What follows belongs to an exercise in optimizing a design on an open flow for small area, a short achievable clock period and few clock cycles per item; a production flow would make more cautious choices. In this exercise RTL edits were held to simulation tests only and were not proved equivalent to the original. Power and IR drop assume default switching activity.

## flow/config.mk

```make
export PLATFORM = sky130hd
export DESIGN_NAME = mips_core
export DESIGN_NICKNAME = mips_core
export VERILOG_FILES = /design/flow/design.v
export SDC_FILE = /design/flow/constraint.sdc
export NUM_CORES = 4
export LEC_CHECK = 0
export CAP_MARGIN = 20
export CORE_MARGIN = 2
export CORE_UTILIZATION = 40
export CTS_CLUSTER_DIAMETER = 60
export CTS_CLUSTER_SIZE = 30
export PLACE_DENSITY = 0.65
export SETUP_SLACK_MARGIN = 4.9
export SLEW_MARGIN = 20
```

## flow/constraint.sdc

```tcl
create_clock -name core_clock -period 8.0 [get_ports {clk}]
set_input_delay 1.6000 -clock core_clock [delete_from_list [all_inputs] [get_ports {clk}]]
set_output_delay 1.6000 -clock core_clock [all_outputs]
set_load 0.01 [all_outputs]
```

## flow/design.v

```verilog
package mips_pkg;
    typedef logic [31:0] word_t;       
    typedef logic [4:0]  reg_addr_t;   
    localparam int REG_COUNT = 32;     
    localparam logic [5:0] OP_RTYPE = 6'h00;
    localparam logic [5:0] OP_J     = 6'h02;
    localparam logic [5:0] OP_BEQ   = 6'h04;
    localparam logic [5:0] OP_ADDI  = 6'h08;
    localparam logic [5:0] OP_LW    = 6'h23;
    localparam logic [5:0] OP_SW    = 6'h2b;
    localparam logic [5:0] FN_ADD = 6'h20;
    localparam logic [5:0] FN_SUB = 6'h22;
    localparam logic [5:0] FN_AND = 6'h24;
    localparam logic [5:0] FN_OR  = 6'h25;
    localparam logic [5:0] FN_SLT = 6'h2a;
endpackage
`timescale 1ns/1ps
module reg_file
(
    input  logic        clk,
    input  logic        reset,
    input  logic [4:0]  rs_addr,
    input  logic [4:0]  rt_addr,
    input  logic        wr_en,       
    input  logic [4:0]  wr_addr,
    input  logic [31:0] wr_data,
    output logic [31:0] rs_data,
    output logic [31:0] rt_data
);
    logic [31:1][31:0] regs;
    logic [31:1]       valid;
    logic [31:1]       we;
    logic [31:1]       sel_s, sel_t;
    always_comb begin
        for (int i = 1; i < 32; i++) begin
            we[i]    = wr_en && (wr_addr == 5'(i));
            sel_s[i] = valid[i] && (rs_addr == 5'(i));
            sel_t[i] = valid[i] && (rt_addr == 5'(i));
        end
    end
    always_ff @(posedge clk) begin
        for (int i = 1; i < 32; i++) begin
            if (we[i]) regs[i] <= wr_data;
        end
    end
    always_ff @(posedge clk) begin
        if (reset) valid <= '0;
        else       valid <= valid | we;
    end
    always_comb begin
        rs_data = '0;
        rt_data = '0;
        for (int i = 1; i < 32; i++) begin
            rs_data = rs_data | ({32{sel_s[i]}} & regs[i]);
            rt_data = rt_data | ({32{sel_t[i]}} & regs[i]);
        end
    end
endmodule
`timescale 1ns/1ps
module data_mem
#(
    parameter int WORDS = 64,
    parameter int HW    = 8,               
    parameter int LW    = WORDS / HW       
) (
    input  logic          clk,
    input  logic          reset,
    input  logic [HW-1:0] addr_hi,
    input  logic [LW-1:0] addr_lo,
    output logic [31:0]   rd_data,
    input  logic          wr_en,
    input  logic [31:0]   wr_data
);
    logic [WORDS-1:0][31:0] mem;
    logic [WORDS-1:0]       valid;
    logic [WORDS-1:0]       sel;
    logic [WORDS-1:0]       we;
    always_comb begin
        for (int i = 0; i < WORDS; i++) begin
            sel[i] = valid[i] && addr_hi[i / LW] && addr_lo[i % LW];
            we[i]  = wr_en && addr_hi[i / LW] && addr_lo[i % LW];
        end
    end
    always_ff @(posedge clk) begin
        for (int i = 0; i < WORDS; i++) begin
            if (we[i]) mem[i] <= wr_data;
        end
    end
    always_ff @(posedge clk) begin
        if (reset) valid <= '0;
        else       valid <= valid | we;
    end
    always_comb begin
        rd_data = '0;
        for (int i = 0; i < WORDS; i++) begin
            rd_data = rd_data | ({32{sel[i]}} & mem[i]);
        end
    end
endmodule
`timescale 1ns/1ps
import mips_pkg::*;
module mips_core
#(
    parameter logic [31:0] RESET_PC   = 32'h0000_0000,
    parameter int          DMEM_WORDS = 64
) (
    input  logic        clk,
    input  logic        reset,
    output logic [31:0] imem_addr,
    input  logic [31:0] imem_data,
    output logic        wb_en,
    output logic [4:0]  wb_addr,
    output logic [31:0] wb_data
);
    localparam int DAW = $clog2(DMEM_WORDS);
    localparam int PW  = 5;          
    logic [31:2] pc;
    logic [31:2] pc4;
    logic        f_is_j, f_beq, f_pt;
    logic [PW-1:0] f_idx;
    logic [(1<<PW)-1:0] bp;
    logic        stall;
    logic        e_redirect;
    logic [31:2] e_alt;
    assign imem_addr = {pc, 2'b00};
    assign f_is_j    = (imem_data[31:26] == OP_J);
    assign f_beq     = (imem_data[31:26] == OP_BEQ);
    assign f_idx     = pc[PW+1:2];
    assign f_pt      = f_beq && (imem_data[25:21] == imem_data[20:16] || bp[f_idx]);
    assign pc4 = pc + 30'd1;
    logic [4:0]  st_lo;
    logic [31:6] pc_hi1;
    logic [31:2] f_short_tgt;
    logic        f_short;
    assign f_short     = f_pt && (imem_data[15:4] == 12'd0);
    assign st_lo       = {1'b0, pc[5:2]} + {1'b0, imem_data[3:0]} + 5'd1;
    assign pc_hi1      = pc[31:6] + 26'd1;
    assign f_short_tgt = {st_lo[4] ? pc_hi1 : pc[31:6], st_lo[3:0]};
    logic        d_redirect;
    logic [31:2] d_bt;
    logic [31:2] seq_pc, pc_next;
    assign seq_pc  = stall   ? pc :
                     f_is_j  ? {pc4[31:28], imem_data[25:0]} :
                     f_short ? f_short_tgt : pc4;
    assign pc_next = e_redirect ? e_alt : (d_redirect ? d_bt : seq_pc);
    always_ff @(posedge clk) begin
        if (reset) pc <= RESET_PC[31:2];
        else       pc <= pc_next;
    end
    logic        d_valid, d_pt, d_taken;    
    logic [31:0] d_ir;
    logic [31:2] d_pc4;
    logic [PW-1:0] d_idx;
    always_ff @(posedge clk) begin
        if (reset || e_redirect || d_redirect) d_valid <= 1'b0;
        else                                   d_valid <= !stall;
    end
    always_ff @(posedge clk) begin
        d_ir  <= imem_data;
        d_pc4 <= pc4;
        d_pt  <= f_pt;
        d_taken <= f_short;
        d_idx <= f_idx;
    end
    logic [5:0]  d_op, d_fn;
    logic [4:0]  d_rs, d_rt, d_rd, d_dest;
    logic        d_rtype, d_rtype_ok, d_addi, d_lw, d_sw, d_beq, d_write;
    logic        d_use_rs, d_use_rt;
    logic [31:0] rf_rs, rf_rt, d_a, d_b;
    assign d_op = d_ir[31:26];
    assign d_fn = d_ir[5:0];
    assign d_rs = d_ir[25:21];
    assign d_rt = d_ir[20:16];
    assign d_rd = d_ir[15:11];
    assign d_rtype    = (d_op == OP_RTYPE);
    assign d_rtype_ok = d_rtype &&
                        (d_fn == FN_ADD || d_fn == FN_SUB || d_fn == FN_AND ||
                         d_fn == FN_OR  || d_fn == FN_SLT);
    assign d_addi   = (d_op == OP_ADDI);
    assign d_lw     = (d_op == OP_LW);
    assign d_sw     = (d_op == OP_SW);
    assign d_beq    = (d_op == OP_BEQ);
    assign d_write  = d_rtype_ok || d_addi || d_lw;
    assign d_dest   = d_rtype_ok ? d_rd : d_rt;
    assign d_use_rs = d_rtype_ok || d_addi || d_lw || d_sw || d_beq;
    assign d_use_rt = d_rtype_ok || d_sw || d_beq;
    assign d_bt       = d_pc4 + {{14{d_ir[15]}}, d_ir[15:0]};
    assign d_redirect = d_valid && d_beq && d_pt && !d_taken;    
    logic        e_kill, e_lw, e_live, m_live;
    logic [4:0]  e_dest, m_dest;
    logic        e_lw_ok, e_live_ok;
    assign e_lw_ok   = e_lw && !e_kill;
    assign e_live_ok = e_live && !e_kill;
    logic [4:0]  wi_addr;
    logic [31:0] wi_data;
    logic [5:0] f_op;
    logic       f_use_rs, f_use_rt;
    assign f_op       = imem_data[31:26];
    assign f_use_rs   = f_op == OP_RTYPE || f_op == OP_ADDI || f_op == OP_LW || f_op == OP_SW || f_op == OP_BEQ;
    assign f_use_rt   = f_op == OP_RTYPE || f_op == OP_SW || f_op == OP_BEQ;
    assign stall = d_valid && d_lw && (d_rt != 5'd0) &&
                   ((f_use_rs && imem_data[25:21] == d_rt) || (f_use_rt && imem_data[20:16] == d_rt));
    reg_file u_rf (
        .clk     (clk),
        .reset   (reset),
        .rs_addr (d_rs),
        .rt_addr (d_rt),
        .wr_en   (wi_addr != 5'd0),
        .wr_addr (wi_addr),
        .wr_data (wi_data),
        .rs_data (rf_rs),
        .rt_data (rf_rt)
    );
    assign d_a = (wi_addr == d_rs) ? wi_data : rf_rs;
    assign d_b = (wi_addr == d_rt) ? wi_data : rf_rt;
    logic        e_write, e_sw, e_beq;
    logic        e_add, e_sub, e_and, e_or, e_slt;
    logic [31:0] e_a, e_bx;
    logic [7:0]  e_imm8;
    logic        e_pt;
    logic [PW-1:0] e_idx;
    logic [31:0] alu, m_val;
    logic        d_sub, d_imm_src, d_fe_s, d_fe_t, d_fm_s, d_fm_t;
    logic [31:0] d_imm, d_bv;
    assign d_sub     = d_rtype_ok && (d_fn == FN_SUB || d_fn == FN_SLT);    
    assign d_imm_src = d_addi || d_lw;
    assign d_imm     = {{16{d_ir[15]}}, d_ir[15:0]};
    assign d_fe_s    = e_live_ok && (e_dest == d_rs);
    assign d_fe_t    = e_live_ok && (e_dest == d_rt) && !d_imm_src;
    assign d_fm_s    = m_live && (m_dest == d_rs);
    assign d_fm_t    = m_live && (m_dest == d_rt) && !d_imm_src;
    assign d_bv      = d_imm_src ? d_imm : d_b;
    always_ff @(posedge clk) begin
        if (reset || !d_valid) begin
            e_write <= 1'b0;
            e_live  <= 1'b0;
            e_lw    <= 1'b0;
            e_sw    <= 1'b0;
            e_beq   <= 1'b0;
        end else begin
            e_write <= d_write;
            e_live  <= d_write && (d_dest != 5'd0);
            e_lw    <= d_lw;
            e_sw    <= d_sw;
            e_beq   <= d_beq;
        end
    end
    always_ff @(posedge clk) begin
        e_kill  <= e_redirect;
        e_add   <= !(d_rtype_ok && (d_fn == FN_AND || d_fn == FN_OR || d_fn == FN_SLT));
        e_sub   <= d_sub;    
        e_and   <= d_rtype_ok && (d_fn == FN_AND);
        e_or    <= d_rtype_ok && (d_fn == FN_OR);
        e_slt   <= d_rtype_ok && (d_fn == FN_SLT);
        e_dest  <= d_dest;
        e_a     <= d_fe_s ? alu : (d_fm_s ? m_val : d_a);
        e_bx    <= (d_fe_t ? alu : (d_fm_t ? m_val : d_bv)) ^ {32{d_sub}};
        e_imm8  <= d_ir[7:0];
        e_alt   <= d_pt ? d_pc4 : d_bt;
        e_pt    <= d_pt;
        e_idx   <= d_idx;
    end
    logic [31:0] m_res;
    logic [31:0] sum;
    logic [7:0]  maddr;
    logic        slt, e_eq;
    logic [32:0] sum1;
    assign sum1  = {e_a, 1'b1} + {e_bx, e_sub};    
    assign sum   = sum1[32:1];
    assign slt   = (e_a[31] == e_bx[31]) ? e_a[31] : sum[31];
    assign maddr = e_a[7:0] + e_imm8;
    assign alu  = ({32{e_add}} & sum) | ({32{e_and}} & (e_a & e_bx)) |
                  ({32{e_or}} & (e_a | e_bx)) | {31'd0, e_slt & slt};
    assign e_eq       = (e_a == e_bx);
    assign e_redirect = e_beq && !e_kill && (e_eq != e_pt);
    logic        m_write, m_lw, m_sw, m_bpw, m_bpv;
    logic [31:0] m_sd;
    logic [7:0]  m_ahi, m_alo;     
    logic [PW-1:0]  m_bpi;
    always_ff @(posedge clk) begin
        if (reset) begin
            m_write <= 1'b0;
            m_live  <= 1'b0;
            m_sw    <= 1'b0;
            m_bpw   <= 1'b0;
        end else begin
            m_sw    <= e_sw && !e_kill;
            m_write <= e_write && !e_kill;
            m_live  <= e_live_ok;
            m_bpw   <= e_beq && !e_kill;
        end
    end
    always_ff @(posedge clk) begin
        m_lw   <= e_lw;
        m_dest <= e_dest;
        m_res  <= alu;
        for (int i = 0; i < 8; i++) begin
            m_ahi[i] <= (maddr[7:5] == 3'(i));
            m_alo[i] <= (maddr[4:2] == 3'(i));
        end
        m_sd   <= e_bx;
        m_bpi  <= e_idx;
        m_bpv  <= e_eq;
    end
    always_ff @(posedge clk) begin
        if (reset)      bp <= '0;
        else if (m_bpw) bp[m_bpi] <= m_bpv;
    end
    logic [31:0] ld;
    data_mem #(.WORDS(DMEM_WORDS)) u_dmem (
        .clk     (clk),
        .reset   (reset),
        .addr_hi (m_ahi),
        .addr_lo (m_alo),
        .rd_data (ld),
        .wr_en   (m_sw),
        .wr_data (m_sd)
    );
    assign m_val = m_lw ? ld : m_res;
    always_ff @(posedge clk) begin
        if (reset) wb_en <= 1'b0;
        else       wb_en <= m_write;
    end
    always_ff @(posedge clk) begin
        wb_addr <= m_dest;
        wb_data <= m_val;
    end
    always_ff @(posedge clk) begin
        if (reset || !m_live) begin
            wi_addr <= '0;
            wi_data <= '0;
        end else begin
            wi_addr <= m_dest;
            wi_data <= m_val;
        end
    end
endmodule
```

## flow/run.sh

```bash
#!/bin/bash
# synth_recipe.tcl (not shown) runs the flow's synth.tcl, then flattens the netlist and writes it again
# the make line also repeats each setting of config.mk as NAME=value (left out here)
make -C /OpenROAD-flow-scripts/flow DESIGN_CONFIG=/design/flow/config.mk WORK_HOME=/design/flow/orfs CLKGATE_MAP_FILE= SYNTH_SCRIPT=/design/flow/synth_recipe.tcl finish
```

==> results_dict.tcl, run 1 <==
set metrics [dict create \
    wl_mm 678 \
    slowest_delay_ns 0.42 \
    vias 111000 \
    p_leak_nw 58.8 \
    slew_viol_final 0 \
    ir_drop_mv 0.240 \
    grt_first_pass_wirelength_mm 872 \
    dr.pass1.iters 14 \
    drive_gt1_frac 0.242 \
    rrSetupSlack_ns 4.58 \
    coreArea_sq_um 349000 \
    ys_types 102 \
    critPathSlowestCell "dfxtp_4" \
    path_cells "buf_4, and3_4, buf_4, buf_4, a22o_1, a221oi_1, nand4b_1, o32ai_4, buf_6, nor2_1, a211o_1, a31oi_1, xnor2_1" \
    finalCritPeriodShare 0.427 \
    worstHoldPathCells 0 \
    numCtsBuffers 241 \
    drc 0 \
    cts_tree "done" \
    synth-warning-count 3 \
    final_area_sq_um 168000 \
    synth_area_leaders "edfxtp_1 (65%), dfxtp_1 (7.5%), a22oi_1 (6.5%)" \
    drt_iter0_drc 25500 \
    intPower_mw 26.8 \
    reg2reg_from "m_ahi[1]" \
    syn_avg_cell_area_sq_um 14.9 \
    ff2ff_path_depth 13 \
    num_io_pins 104 \
    max_freq_mhz 292 \
    cp_common_cell "buf_4" \
    fin_crit_ns 3.42 \
    gr-total-overflow 0 \
    min_to "m_bpi[3]" \
    root_buffer "clkbuf_16" \
    hold_class "flip-flop to flip-flop" \
    clock-sinks 3562 \
    ys_ff_latch 3562 \
    placed_cell_area_sq_um 147000 \
    outcome "finished clean" \
    synth_edf_count 3040 \
    avgViaCountPerCell 7.44 \
    final_cell_mix "edfxtp_1 (3040), a22oi_1 (1163), buf_4 (649), nand2_1 (379), nor2_1 (368)" \
    antenna_left 0 \
    grt_max_degree 71 \
    drv_cap 0 \
    synth_largest_area_cell "edfxtp_1" \
    finalSetupViolCount 0 \
    grt_pass1_vias 99700 \
    power.density_nw_per_um2 210 \
    synthArstFlopShare 0 \
    gp_congestion 0.981 \
    synth-seq-area-share 0.728 \
    finalHoldViolations 0 \
    area_delta_synth_final_pct 20.5 \
    worst_ep_arrival_time_ns 4.30 \
    antenna_found_initial 49 \
    worstReg2RegEnd "e_bx[14]" \
    p_sw_mw 8.56 \
    start_kind "flip-flop" \
    synth_area_sq_um 140000 \
    hold_start "e_idx[3]" \
    row_count 217 \
    max_slew_margin 0.121 \
    final_util 0.483 \
    pwr-share-comb 0.024 \
    endpoint_kind "flip-flop" \
    die_h_microns 595 \
    final_nets 10200 \
    tns_ns 0 \
    hpwlAfterDp_mm 348 \
    criticalPathCategory "flip-flop to flip-flop" \
    wl_per_cell_microns 45.6 \
    synth_top_area_share 0.653 \
    h-tree-depth 4 \
    portBuffers 101 \
    clk_pin_slew_ns 0.09 \
    rsz0062_at_grt "yes" \
    pwr-share-seq 0.571 \
    grt_use_total 0.361 \
    cp_max_fo 7 \
    clkPwrFrac 0.406 \
    worst_skew_pair.late_latency_ns 1.07 \
    die_w_microns 595 \
    cp.required_ns 8.88 \
    synthCells 9388 \
    synthFlopType "edfxtp_1" \
    initial_core_util 0.401 \
    cts_buffer_depth 4 \
    worst_slew_pin_slew_ns 1.32 \
    final_common_cell "edfxtp_1" \
    swShare 0.242 \
    die_area_sq_um 354000 \
    cts_hold_buf 0 \
    fin_skew_ns 0.0869 \
]
-- per-stage QoR --
stage | setup WS [ns] | hold slack, ns | instances | power (mW)
final | 4.58 | 0.293 | 14900 | 35.4
after global routing | 4.69 | 0.327 | 14800 | 35.9
after CTS | 4.80 | 0.320 | 14600 | 35.1
after detailed placement | 2.86 | 0.312 | 13800 | 21.2
after global placement | 2.78 | 0.310 | 13800 | 21.2
after floorplan | 4.18 | 0.310 | 9389 | 20.8
-- power groups by stage --
stage / Clock, mW / Combinational (mW) / Sequential (mW)
after floorplan: 0 / 0.313 / 20.5
after global placement: 0 / 0.548 / 20.6
after detailed placement: 0 / 0.557 / 20.6
after CTS: 14.2 / 0.709 / 20.2
after global routing: 14.9 / 0.864 / 20.2
final: 14.3 / 0.841 / 20.2
-- layer usage --
layer | GRT usage | wire (microns)
met3 | 0.168 | 126000
met4 | 0.282 | 71400
met5 | 0.0166 | 825
met1 | 0.424 | 209000
met2 | 0.508 | 272000
-- cell type report --
cell class	count	area [sq um]
diodes	71	178
multi-input cells	5029	39600
fillers	29000	180000
well taps	4599	5750
clock inverters	202	2930
flip-flops and latches	3562	102000
inverters	136	532
repair buffers	1041	11000
clock buffers	248	6100
-- cells in the mapped netlist, drive strengths merged (33+ instances only) --
cell       n
nand3    259
a222oi    89
a22o     310
edfxtp  3040
a21oi    158
nor3     104
buf      257
xor2      54
clkbuf   415
nand2    389
nand4    262
dfxtp    522
ha       109
mux2i     41
xnor2    106
nor4      62
o21ai    165
nor2     416
or4       33
and3     275
a31oi     40
a22oi   1216
inv      135
and2      36
o21a      84
a221oi   317
-- worst max-delay path, delay by kind of cell, from the launching register on --
family          cells  cell delay, ns
flops               1            0.42
compound gates      5            1.52
buf+inv             4            0.75
simple gates        3            0.52
xor+xnor            1            0.08
-- cell families after synthesis --
| group | synth area share |
|---|---|
| adder cells (fa/ha/maj) | 0.0102 |
| other | 0.0000268 |
| AND/OR/NAND/NOR | 0.0752 |
| flip-flops | 0.728 |
| AO/OA/AOI/OAI | 0.147 |
| multiplexers | 0.00503 |
| buffers and inverters | 0.0239 |
| XOR/XNOR | 0.0100 |
-- what timing repair did --
| action | in CTS | in global routing |
|---|---|---|
| gates resized for setup | 1350 | 559 |
| gates cloned | 23 | 19 |
| endpoints found under the setup margin | 263 | 118 |
| pin swaps | 189 | 218 |
| setup buffers | 345 | 227 |
-- registers in the layout, summed over array words and instances, names as in the netlist, 30 cells and up --
| name | count |
|---|---|
| pc | 30 |
| e_a | 32 |
| m_res | 32 |
| wi_data | 32 |
| u_dmem.valid | 64 |
| e_bx | 32 |
| wb_data | 32 |
| m_sd | 32 |
| u_rf.regs | 992 |
| e_alt | 30 |
| u_rf.valid | 31 |
| d_pc4 | 30 |
| bp | 32 |
| d_ir | 32 |
| u_dmem.mem | 2048 |
-- how the worst max path moves through the flow --
stage                        from  endpoint  slack (ns)  depth (start not counted)
global route             m_alo[4]  e_bx[23]        4.69                         12
global placement    imem_data[16]    pc[20]        2.78                          9
detailed placement  imem_data[16]    pc[20]        2.86                          9
finish                   m_ahi[1]  e_bx[14]        4.58                         13
floorplan           imem_data[12]    pc[24]        4.18                          9
CTS                      m_alo[6]  e_bx[23]        4.80                         11
Testbench counts, summed over its fixed seeds: cycles 60,055, instrs 57,031.
==> run 2, diff against run 1 <==
--- a/flow/config.mk
+++ b/flow/config.mk
@@ -7,9 +7,8 @@
 export LEC_CHECK = 0
 export CAP_MARGIN = 20
 export CORE_MARGIN = 2
-export CORE_UTILIZATION = 40
+export CORE_UTILIZATION = 35
 export CTS_CLUSTER_DIAMETER = 60
 export CTS_CLUSTER_SIZE = 30
-export PLACE_DENSITY = 0.65
-export SETUP_SLACK_MARGIN = 4.9
+export SETUP_SLACK_MARGIN = 4.7
 export SLEW_MARGIN = 20
==> run 2 against run 1 <==
Still clean. Setup slack got worse by 0.10 ns. Register-to-register slack got worse by 0.10 ns. Combinational power is 13% lower. Clock power rose by 9.8%. Sequential cell count did not move. Critical path depth down 2. Critical path type unchanged. Highest routed layer unchanged.
==> results_dict.tcl, run 2 <==
set metrics [dict create \
    synthFlopType "edfxtp_1" \
    reg2reg_from "d_ir[24]" \
    antenna_found_initial 46 \
    top_register "u_dmem.mem" \
    antenna_left 0 \
    die_h_microns 636 \
    synth-warning-count 3 \
    largest_reg_flops 2048 \
    yosysMostFrequentCell "edfxtp_1" \
    fin_crit_ns 3.52 \
    endpoint_kind "flip-flop" \
    drive_gt1_frac 0.195 \
    dr.pass1.iters 14 \
    numCtsBuffers 284 \
    start_kind "flip-flop" \
    worst_slew_pin_slew_ns 1.31 \
    multi_input_area_sq_um 37900 \
    initial_core_util 0.351 \
    path_depth 11 \
    finalHoldViolations 0 \
    outcome "finished clean" \
    crit_buf_inv 2 \
    hold_class "flip-flop to flip-flop" \
    critPathSlowestCell "a21oi_1" \
    synth_area_sq_um 140000 \
    synth_edf_count 3040 \
    row_count 232 \
    cts_buffer_depth 4 \
    top_regs "u_dmem.mem x2048, u_rf.regs x992, u_dmem.valid x64" \
    p_leak_nw 57.5 \
    vias 107000 \
    total_power_mw 36.6 \
    gp_congestion 0.954 \
    drt_iter0_drc 25100 \
    final_area_sq_um 166000 \
    synth-seq-area-share 0.728 \
    final_nets 9943 \
    drc 0 \
    finalCritPeriodShare 0.440 \
    root_buffer "clkbuf_16" \
    slew_viol_final 0 \
    final_cell_mix "edfxtp_1 (3040), a22oi_1 (1191), buf_4 (481), dfxtp_1 (385), nand2_1 (384)" \
    ff_latch_area_sq_um 102000 \
    grt_pass1_vias 97500 \
    fin_hold_ws_ns 0.331 \
    avgViaCountPerCell 6.97 \
    cp_max_fo 9 \
    ys_ff_latch 3562 \
    rrSetupSlack_ns 4.48 \
    finalSetupViolCount 0 \
    worst_ep_arrival_time_ns 4.42 \
    h-tree-depth 5 \
    cpLargestDelayFamily "simple AND/OR/NAND/NOR gates" \
    yosys-top-cells-count "edfxtp_1 (3040), a22oi_1 (1215), dfxtp_1 (522)" \
    hpwlAfterDp_mm 365 \
    synthCells 9388 \
    grt_use_total 0.312 \
    grt_max_degree 70 \
    max_slew_margin 0.128 \
    cts_tree "done" \
    synth_largest_area_cell "edfxtp_1" \
    area_delta_synth_final_pct 18.5 \
    hold_start "e_idx[4]" \
    gr-total-overflow 0 \
    ys_types 102 \
    fin_skew_ns 0.123 \
    worstHoldPathCells 0 \
    ir_drop_mv 0.206 \
    wl_per_cell_microns 43.6 \
    pre_cts_slack_ns 3.06 \
    slowest_delay_ns 0.57 \
    syn_avg_cell_area_sq_um 14.9 \
    clk_pin_slew_ns 0.07 \
    wl_mm 668 \
    die_area_sq_um 404000 \
    min_to "m_bpi[4]" \
    synthArstFlopShare 0 \
    ff2ff_path_depth 11 \
    drv_cap 0 \
    synth_area_leaders "edfxtp_1 (65%), dfxtp_1 (7.5%), a22oi_1 (6.5%)" \
    max_freq_mhz 284 \
    worstReg2RegEnd "e_a[17]" \
    final_common_cell "edfxtp_1" \
    cp.required_ns 8.90 \
    worst_skew_pair.late_latency_ns 1.02 \
    num_io_pins 104 \
    tns_ns 0 \
    portBuffers 101 \
    fill_cells 35500 \
    worst_slack_ns 4.48 \
    synth_top_area_share 0.653 \
    final_util 0.416 \
    clock-sinks 3562 \
    die_w_microns 636 \
    path_cells "nor2b_4, and3_4, buf_4, buf_4, a22oi_1, and3_1, nand4_1, nor4_1, a21oi_1, a21oi_1, o21ai_0" \
    power.density_nw_per_um2 221 \
    rsz0062_at_grt "yes" \
    coreArea_sq_um 398000 \
    grt_first_pass_wirelength_mm 865 \
    placed_cell_area_sq_um 148000 \
    final_cells 15300 \
    dp.cells 14400 \
    criticalPathCategory "flip-flop to flip-flop" \
]
-- run 2: worst max-delay path by stage --
stage	end	start
2_1_floorplan	pc[24]	imem_data[12]
4_1_cts	e_bx[23]	e_bx[9]
3_5_place_dp	pc[26]	e_bx[13]
5_1_grt	e_a[17]	d_ir[24]
6_report	e_a[17]	d_ir[24]
3_3_place_gp	pc[20]	e_bx[13]
-- run 2: what timing repair did --
item                       4_1_cts  5_1_grt
setup endpoints to repair      257      107
cloned                           5       14
hold endpoints to repair         0        0
setup buffers                  173      148
resized for setup              740      311
pin swaps                      104      119
hold buffers                     0        0
-- run 2: report_power, final --
part,internal [mW],switching (mW)
Clock,7.58,8.11
Combinational,0.257,0.474
Sequential,20.0,0.163
-- run 2: logic make-up after synthesis --
family	Yosys count	share of synthesized area
DFF	3562	0.728
AOI/OAI and AO/OA	2663	0.147
and+or+nand+nor	2021	0.0752
buffers and inverters	808	0.0239
xor gates and xnor gates	160	0.0100
adders and majority gates	112	0.0102
muxes	61	0.00503
other	1	0.0000268
-- run 2: final cells by class --
type	count	area share
sequential	3562	0.617
multi-input combinational	5023	0.229
timing repair buffer	790	0.0484
clock buffer	308	0.0443
tap	5265	0.0398
clock inverter	216	0.0182
inverter	136	0.00317
antenna	29	0.000438
-- run 2: routing by layer --
metal | GRT usage | wire, microns
met1 | 0.382 | 217000
met5 | 0.00284 | 551
met3 | 0.127 | 115000
met2 | 0.451 | 275000
met4 | 0.212 | 60700
==> run 3, diff against run 2 <==
--- a/flow/design.v
+++ b/flow/design.v
@@ -198,8 +198,11 @@
     assign f_op       = imem_data[31:26];
     assign f_use_rs   = f_op == OP_RTYPE || f_op == OP_ADDI || f_op == OP_LW || f_op == OP_SW || f_op == OP_BEQ;
     assign f_use_rt   = f_op == OP_RTYPE || f_op == OP_SW || f_op == OP_BEQ;
-    assign stall = d_valid && d_lw && (d_rt != 5'd0) &&
-                   ((f_use_rs && imem_data[25:21] == d_rt) || (f_use_rt && imem_data[20:16] == d_rt));
+    logic f_uses_d, f_uses_e;
+    assign f_uses_d = (f_use_rs && imem_data[25:21] == d_rt) || (f_use_rt && imem_data[20:16] == d_rt);
+    assign f_uses_e = (f_use_rs && imem_data[25:21] == e_dest) || (f_use_rt && imem_data[20:16] == e_dest);
+    assign stall = (d_valid && d_lw && (d_rt != 5'd0) && f_uses_d) ||
+                   (e_lw_ok && e_live && f_uses_e);
     reg_file u_rf (
         .clk     (clk),
         .reset   (reset),
@@ -227,8 +230,8 @@
     assign d_imm     = {{16{d_ir[15]}}, d_ir[15:0]};
     assign d_fe_s    = e_live_ok && (e_dest == d_rs);
     assign d_fe_t    = e_live_ok && (e_dest == d_rt) && !d_imm_src;
-    assign d_fm_s    = m_live && (m_dest == d_rs);
-    assign d_fm_t    = m_live && (m_dest == d_rt) && !d_imm_src;
+    assign d_fm_s    = m_live && !m_lw && (m_dest == d_rs);
+    assign d_fm_t    = m_live && !m_lw && (m_dest == d_rt) && !d_imm_src;
     assign d_bv      = d_imm_src ? d_imm : d_b;
     always_ff @(posedge clk) begin
         if (reset || !d_valid) begin
@@ -253,8 +256,8 @@
         e_or    <= d_rtype_ok && (d_fn == FN_OR);
         e_slt   <= d_rtype_ok && (d_fn == FN_SLT);
         e_dest  <= d_dest;
-        e_a     <= d_fe_s ? alu : (d_fm_s ? m_val : d_a);
-        e_bx    <= (d_fe_t ? alu : (d_fm_t ? m_val : d_bv)) ^ {32{d_sub}};
+        e_a     <= d_fe_s ? alu : (d_fm_s ? m_res : d_a);
+        e_bx    <= (d_fe_t ? alu : (d_fm_t ? m_res : d_bv)) ^ {32{d_sub}};
         e_imm8  <= d_ir[7:0];
         e_alt   <= d_pt ? d_pc4 : d_bt;
         e_pt    <= d_pt;
--- a/flow/config.mk
+++ b/flow/config.mk
@@ -10,5 +10,5 @@
 export CORE_UTILIZATION = 35
 export CTS_CLUSTER_DIAMETER = 60
 export CTS_CLUSTER_SIZE = 30
-export SETUP_SLACK_MARGIN = 4.7
+export SETUP_SLACK_MARGIN = 4.8
 export SLEW_MARGIN = 20
==> run 3 against run 2 <==
Register-to-register slack improved by 0.09 ns. Synthesized area down 1.3%. Synthesized cell count decreased by 3.5%. Sequential power about the same. Critical endpoint is now u_rf.regs[917].
==> results_dict.tcl, run 3 <==
set metrics [dict create \
    final_cells 14800 \
    criticalPathCategory "flip-flop to flip-flop" \
    hpwlAfterDp_mm 361 \
    rsz0062_at_grt "yes" \
    gp_congestion 0.965 \
    crit_buf_inv 1 \
    grt_max_degree 89 \
    largest_reg_flops 2048 \
    placed_cell_area_sq_um 146000 \
    synth_largest_area_cell "edfxtp_1" \
    path_depth 3 \
    cpLargestDelayFamily "simple AND/OR/NAND/NOR gates" \
    synthFlopType "edfxtp_1" \
    portBuffers 101 \
    critPathSlowestCell "nor2_4" \
    die_w_microns 632 \
    antenna_found_initial 38 \
    h-tree-depth 4 \
    max_slew_margin 0.123 \
    fill_cells 35000 \
    ir_drop_mv 0.229 \
    hold_class "flip-flop to flip-flop" \
    start_kind "flip-flop" \
    endpoint_kind "flip-flop" \
    vias 103000 \
    worst_slew_pin_slew_ns 1.32 \
    root_buffer "clkbuf_16" \
    grt_pass1_vias 94200 \
    final_common_cell "edfxtp_1" \
    clock-sinks 3562 \
    top_register "u_dmem.mem" \
    worst_ep_arrival_time_ns 3.93 \
    area_delta_synth_final_pct 16.9 \
    synth_area_sq_um 138000 \
    ys_ff_latch 3562 \
    antenna_left 0 \
    dp.cells 14100 \
    tns_ns 0 \
    synth_edf_count 3040 \
    drv_cap 0 \
    numCtsBuffers 234 \
    ff2ff_path_depth 3 \
    synthArstFlopShare 0 \
    synth_top_area_share 0.662 \
    num_io_pins 104 \
    worstHoldPathCells 0 \
    fin_hold_ws_ns 0.307 \
    final_nets 9497 \
    synth-warning-count 3 \
    yosys-top-cells-count "edfxtp_1 (3040), a22oi_1 (866), clkbuf_1 (575)" \
    final_area_sq_um 161000 \
    cts_tree "done" \
    worst_skew_pair.late_latency_ns 1.04 \
    slowest_delay_ns 0.96 \
    final_cell_mix "edfxtp_1 (3040), a22oi_1 (863), a221oi_1 (509), a22o_1 (495), buf_4 (467)" \
    syn_avg_cell_area_sq_um 15.2 \
    p_leak_nw 53.8 \
    drc 0 \
    ff_latch_area_sq_um 102000 \
    dr.pass1.iters 15 \
    top_regs "u_dmem.mem x2048, u_rf.regs x992, u_dmem.valid x64" \
    coreArea_sq_um 392000 \
    yosysMostFrequentCell "edfxtp_1" \
    cp.required_ns 8.50 \
    die_h_microns 632 \
    avgViaCountPerCell 6.98 \
    grt_first_pass_wirelength_mm 849 \
    cts_buffer_depth 4 \
    wl_per_cell_microns 44.1 \
    synth_area_leaders "edfxtp_1 (66%), dfxtp_1 (7.6%), a22oi_1 (4.7%)" \
    max_freq_mhz 291 \
    fin_skew_ns 0.185 \
    fin_crit_ns 3.43 \
    finalHoldViolations 0 \
    cts_hold_buf 0 \
    clk_pin_slew_ns 0.10 \
    multi_input_area_sq_um 36300 \
    gr-total-overflow 0 \
    slew_viol_final 0 \
    ys_types 80 \
    outcome "finished clean" \
    cp_max_fo 21 \
    grt_use_total 0.312 \
    drive_gt1_frac 0.197 \
    synthCells 9057 \
    total_power_mw 34.7 \
    drt_iter0_drc 24000 \
    finalSetupViolCount 0 \
    finalCritPeriodShare 0.429 \
    row_count 230 \
    wl_mm 652 \
    initial_core_util 0.351 \
    path_cells "nand2_1, nor2_4, buf_4" \
    synth-seq-area-share 0.738 \
    power.density_nw_per_um2 215 \
    die_area_sq_um 399000 \
]
[run 3: repair_timing]
action                                 4_1_cts  5_1_grt
pin swaps                                   73      141
endpoints found under the hold margin        0        0
setup buffers                              128      130
resized for setup                          886      356
setup endpoints to repair                  248      145
gates cloned                                 5        7
[run 3: metrics by stage]
stage	setup WS, ns	utilization
finish	4.57	0.411
global route	4.66	0.411
global placement	2.74	0.373
detailed placement	2.81	0.373
CTS	4.69	0.403
floorplan	4.52	-
[run 3: path summary, 6_finish.rpt]
kind / start / endpoint / slack [ns]
worst min-delay path: e_bx[21] / m_sd[21] / 0.31
worst min register to register: e_bx[21] / m_sd[21] / 0.31
worst max register to register: wi_addr[2] / u_rf.regs[917] / 4.57
worst max-delay path: wi_addr[2] / u_rf.regs[917] / 4.57
[run 3: cell families (layout without fill, tap and decap cells)]
group | Yosys count | in the layout | synth area share
flip-flops | 3562 | 3562 | 0.738
AO/OA/AOI/OAI | 2620 | 2620 | 0.148
AND/OR/NAND/NOR | 1726 | 1729 | 0.0634
buffers and inverters | 773 | 1262 | 0.0214
XOR/XNOR | 199 | 199 | 0.0126
adder cells (fa/ha/maj) | 112 | 112 | 0.0103
multiplexers | 64 | 64 | 0.00565
other | 1 | 33 | 0.0000272
[run 3: power by group]
part	switching, mW	internal [mW]
sequential	0.170	20.0
combinational	0.391	0.218
clock	7.62	6.31
[run 3: worst reg2reg max path: cells and delay by family, from the launching register on]
family	cells	cell delay (ns)
buf+inv	1	0.67
flops	1	0.66
simple gates	2	1.56
[run 3: per-layer routing]
metal  vias up  share of wire  track usage
li1      37600              -            -
met1     51400           0.33        0.384
met2     11300           0.41        0.447
met3      3088           0.17        0.130
met4        32          0.087        0.206
met5         -        0.00092      0.00604
[run 3: area by class of cell]
class                   count  area share
flip-flops and latches   3562       0.634
multi-input cells        4726       0.225
repair buffers            730      0.0437
well taps                5220      0.0405
clock buffers             249      0.0372
clock inverters           186      0.0164
inverters                  97     0.00228
diodes                     31    0.000482
Testbench counts of run 3, summed over its fixed seeds: cycles 61,523, instrs 57,031.
==> run 4, diff against run 3 <==
--- a/flow/config.mk
+++ b/flow/config.mk
@@ -7,8 +7,9 @@
 export LEC_CHECK = 0
 export CAP_MARGIN = 20
 export CORE_MARGIN = 2
-export CORE_UTILIZATION = 35
+export CORE_UTILIZATION = 40
 export CTS_CLUSTER_DIAMETER = 60
 export CTS_CLUSTER_SIZE = 30
-export SETUP_SLACK_MARGIN = 4.8
+export PLACE_DENSITY = 0.65
+export SETUP_SLACK_MARGIN = 4.9
 export SLEW_MARGIN = 20
==> run 4 against run 3 <==
Final area increased by 0.70%. Routed wire length decreased by 2.7%. Utilization increased by 6.2 points. Clock skew decreased by 0.055 ns. Worst hold slack improved by 0.025 ns. Setup slack improved by 0.16 ns. Synthesized area unchanged. Die area decreased by 12%. Register-to-register slack improved by 0.16 ns. Clock power increased by 8%. Non-clock buffer count increased by 78. Sequential share of layout area decreased by 0.45 points. Critical endpoint is now e_bx[18].
==> results_dict.tcl, run 4 <==
set metrics [dict create \
    numCtsBuffers 263 \
    p_leak_nw 54.9 \
    portBuffers 101 \
    cp.required_ns 8.76 \
    largest_reg_flops 2048 \
    worst_ep_arrival_time_ns 4.03 \
    cts_tree "done" \
    vias 104000 \
    drive_gt1_frac 0.211 \
    synth_edf_count 3040 \
    antenna_left 0 \
    grt_max_degree 76 \
    final_common_cell "edfxtp_1" \
    grt_busiest_layer "met2" \
    rsz0062_at_grt "yes" \
    endpoint_kind "flip-flop" \
    outcome "finished clean" \
    synth_top_area_share 0.662 \
    ys_types 80 \
    die_w_microns 591 \
    fin_crit_ns 3.27 \
    dr.pass1.iters 23 \
    ys_ff_latch 3562 \
    top_register "u_dmem.mem" \
    h-tree-depth 5 \
    synthFlopType "edfxtp_1" \
    area_delta_synth_final_pct 17.7 \
    grt_pass1_vias 95200 \
    met1_usage 0.410 \
    p_sw_mw 8.50 \
    die_h_microns 591 \
    coreArea_sq_um 343000 \
    fin_skew_ns 0.130 \
    cts_buffer_depth 4 \
    syn_avg_cell_area_sq_um 15.2 \
    synth_largest_area_cell "edfxtp_1" \
    pwr-share-seq 0.563 \
    wl_per_cell_microns 44.5 \
    final_cell_mix "edfxtp_1 (3040), a22oi_1 (853), buf_4 (544), a221oi_1 (500), a22o_1 (495)" \
    max_freq_mhz 305 \
    hold_class "flip-flop to flip-flop" \
    power.density_nw_per_um2 221 \
    start_kind "flip-flop" \
    hpwlAfterDp_mm 347 \
    swShare 0.237 \
    synthArstFlopShare 0 \
    slew_viol_final 0 \
    worst_slack_ns 4.73 \
    drc 0 \
    tns_ns 0 \
    met3_usage 0.143 \
    clkPwrFrac 0.420 \
    grt_first_pass_wirelength_mm 827 \
    clock-sinks 3562 \
    avgViaCountPerCell 7.31 \
    num_io_pins 104 \
    use_met2 0.505 \
    gr-total-overflow 0 \
    wl_mm 634 \
    clk_pin_slew_ns 0.08 \
    synth_area_sq_um 138000 \
    max_slew_margin 0.168 \
    pwr-share-comb 0.017 \
    yosys-top-cells-count "edfxtp_1 (3040), a22oi_1 (866), clkbuf_1 (575)" \
    cp_max_fo 20 \
    synth_area_leaders "edfxtp_1 (66%), dfxtp_1 (7.6%), a22oi_1 (4.7%)" \
    cts_hold_buf 0 \
    finalHoldViolations 0 \
    gp_congestion 0.979 \
    synthCells 9057 \
    final_nets 9606 \
    worst_slew_pin_slew_ns 1.25 \
    row_count 215 \
    synth-warning-count 3 \
    finalCritPeriodShare 0.409 \
    root_buffer "clkbuf_16" \
    initial_core_util 0.402 \
    final_util 0.473 \
    worst_skew_pair.late_latency_ns 1.00 \
    intPower_mw 27.3 \
    ir_drop_mv 0.197 \
    drv_cap 0 \
    synth-seq-area-share 0.738 \
    finalSetupViolCount 0 \
    criticalPathCategory "flip-flop to flip-flop" \
    grt_use_total 0.347 \
    total_power_mw 35.8 \
    die_area_sq_um 349000 \
    antenna_found_initial 28 \
    top_regs "u_dmem.mem x2048, u_rf.regs x992, u_dmem.valid x64" \
    drt_iter0_drc 25100 \
    pre_cts_slack_ns 2.75 \
    yosysMostFrequentCell "edfxtp_1" \
]
## run 4: cell counts after synthesis
No cell type changed its count.
## run 4: through the flow
stage | cells | cell area (sq um) | hold slack, ns
final | 14300 | 162000 | 0.332
after global routing | 14200 | 162000 | 0.339
after CTS | 14100 | 159000 | 0.331
after detailed placement | 13400 | 145000 | 0.312
after global placement | 13400 | 145000 | 0.310
after floorplan | 9058 | 138000 | 0.310
## run 4: final cells by class
class / instances / area, sq um
antenna: 24 / 60.1
clock buffer: 277 / 6800
clock inverter: 205 / 2970
fill: 28700 / 181000
inverter: 97 / 372
multi-input combinational: 4728 / 36500
sequential: 3562 / 102000
tap: 4557 / 5700
timing repair buffer: 808 / 7710
## run 4: final timing paths
check | cells after the start | to | startpoint | slack [ns]
max | 12 | e_bx[18] | d_ir[19] | 4.73
min | 0 | e_idx[4] | d_idx[4] | 0.33
max reg2reg | 12 | e_bx[18] | d_ir[19] | 4.73
min reg2reg | 0 | e_idx[4] | d_idx[4] | 0.33
## run 4: logic make-up (layout without fill, tap and decap cells)
family                   after synthesis  count (layout)  share of synthesized area
multiplexers                          64              64                    0.00565
buffers and inverters                773            1387                     0.0214
adder cells (fa/ha/maj)              112             112                     0.0103
flip-flops                          3562            3562                      0.738
other                                  1              26                  0.0000272
XOR/XNOR                             199             199                     0.0126
AND/OR/NAND/NOR                     1726            1730                     0.0634
AO/OA/AOI/OAI                       2620            2621                      0.148
## run 4: timing repair
| action | in CTS | in global routing |
|---|---|---|
| gates resized for setup | 926 | 412 |
| gates cloned | 4 | 11 |
| setup buffers | 156 | 166 |
| setup endpoints to repair | 258 | 185 |
| pin swaps | 99 | 177 |
## run 4: power groups by stage
| stage | logic [mW] | clock network (mW) | registers [mW] |
|---|---|---|---|
| floorplan | 0.263 | 0 | 20.5 |
| global placement | 0.472 | 0 | 20.6 |
| detailed placement | 0.478 | 0 | 20.6 |
| CTS | 0.532 | 15.0 | 20.2 |
| global route | 0.630 | 15.7 | 20.2 |
| finish | 0.602 | 15.0 | 20.2 |
## run 4: worst max-delay path, stage by stage, from the launching register on
cell	delay, ns
dfxtp_1	0.32
buf_12	0.16
nor2_4	0.26
and3_4	0.54
buf_6	0.42
a22oi_1	0.12
nand2_1	0.14
nor3_2	0.06
nand4_1	0.11
o211ai_1	0.36
a21oi_1	0.27
a21oi_1	0.07
xnor2_1	0.17
## run 4: per-layer routing
metal / part of all wire / wire (microns)
met2: 0.41 / 262000
met3: 0.18 / 112000
met4: 0.10 / 63600
met5: 0.0016 / 1010
met1: 0.31 / 195000

## what the ideal ports hide
Ports are ideal in the flow. The routed layouts listed here were re-timed in OpenROAD.
Step 1: set_driving_cell puts a clkbuf_16 on clk and a buf_2 on each other input, an assumption about the parent block.
Step 2 adds t to the input delays and takes it off the output delays; t is the mean of the earliest and latest rising clock arrival at the registers after step 1. Input paths then give back, and output paths get back, about the clock's delay inside the block.
Slacks: ideal / step 1 / step 2; pairs: ideal / step 1.
run | t, ns | setup slack, ns | slew at the worst register clock pin (ns) | cell pins on the clock port's net
run 1 | 1.133 | 4.581 / 4.581 / 3.833 | 0.12 / 0.12 | 1
run 2 | 1.077 | 4.478 / 4.478 / 3.761 | 0.11 / 0.11 | 1
run 3 | 1.053 | 4.567 / 4.567 / 3.762 | 0.11 / 0.11 | 1
run 4 | 1.035 | 4.725 / 4.675 / 3.909 | 0.11 / 0.11 | 1
After both steps every run listed still meets setup and hold. For run 4, which loses most, drivers alone change the setup slack by -0.050 ns; drivers and shift together by -0.816 ns.
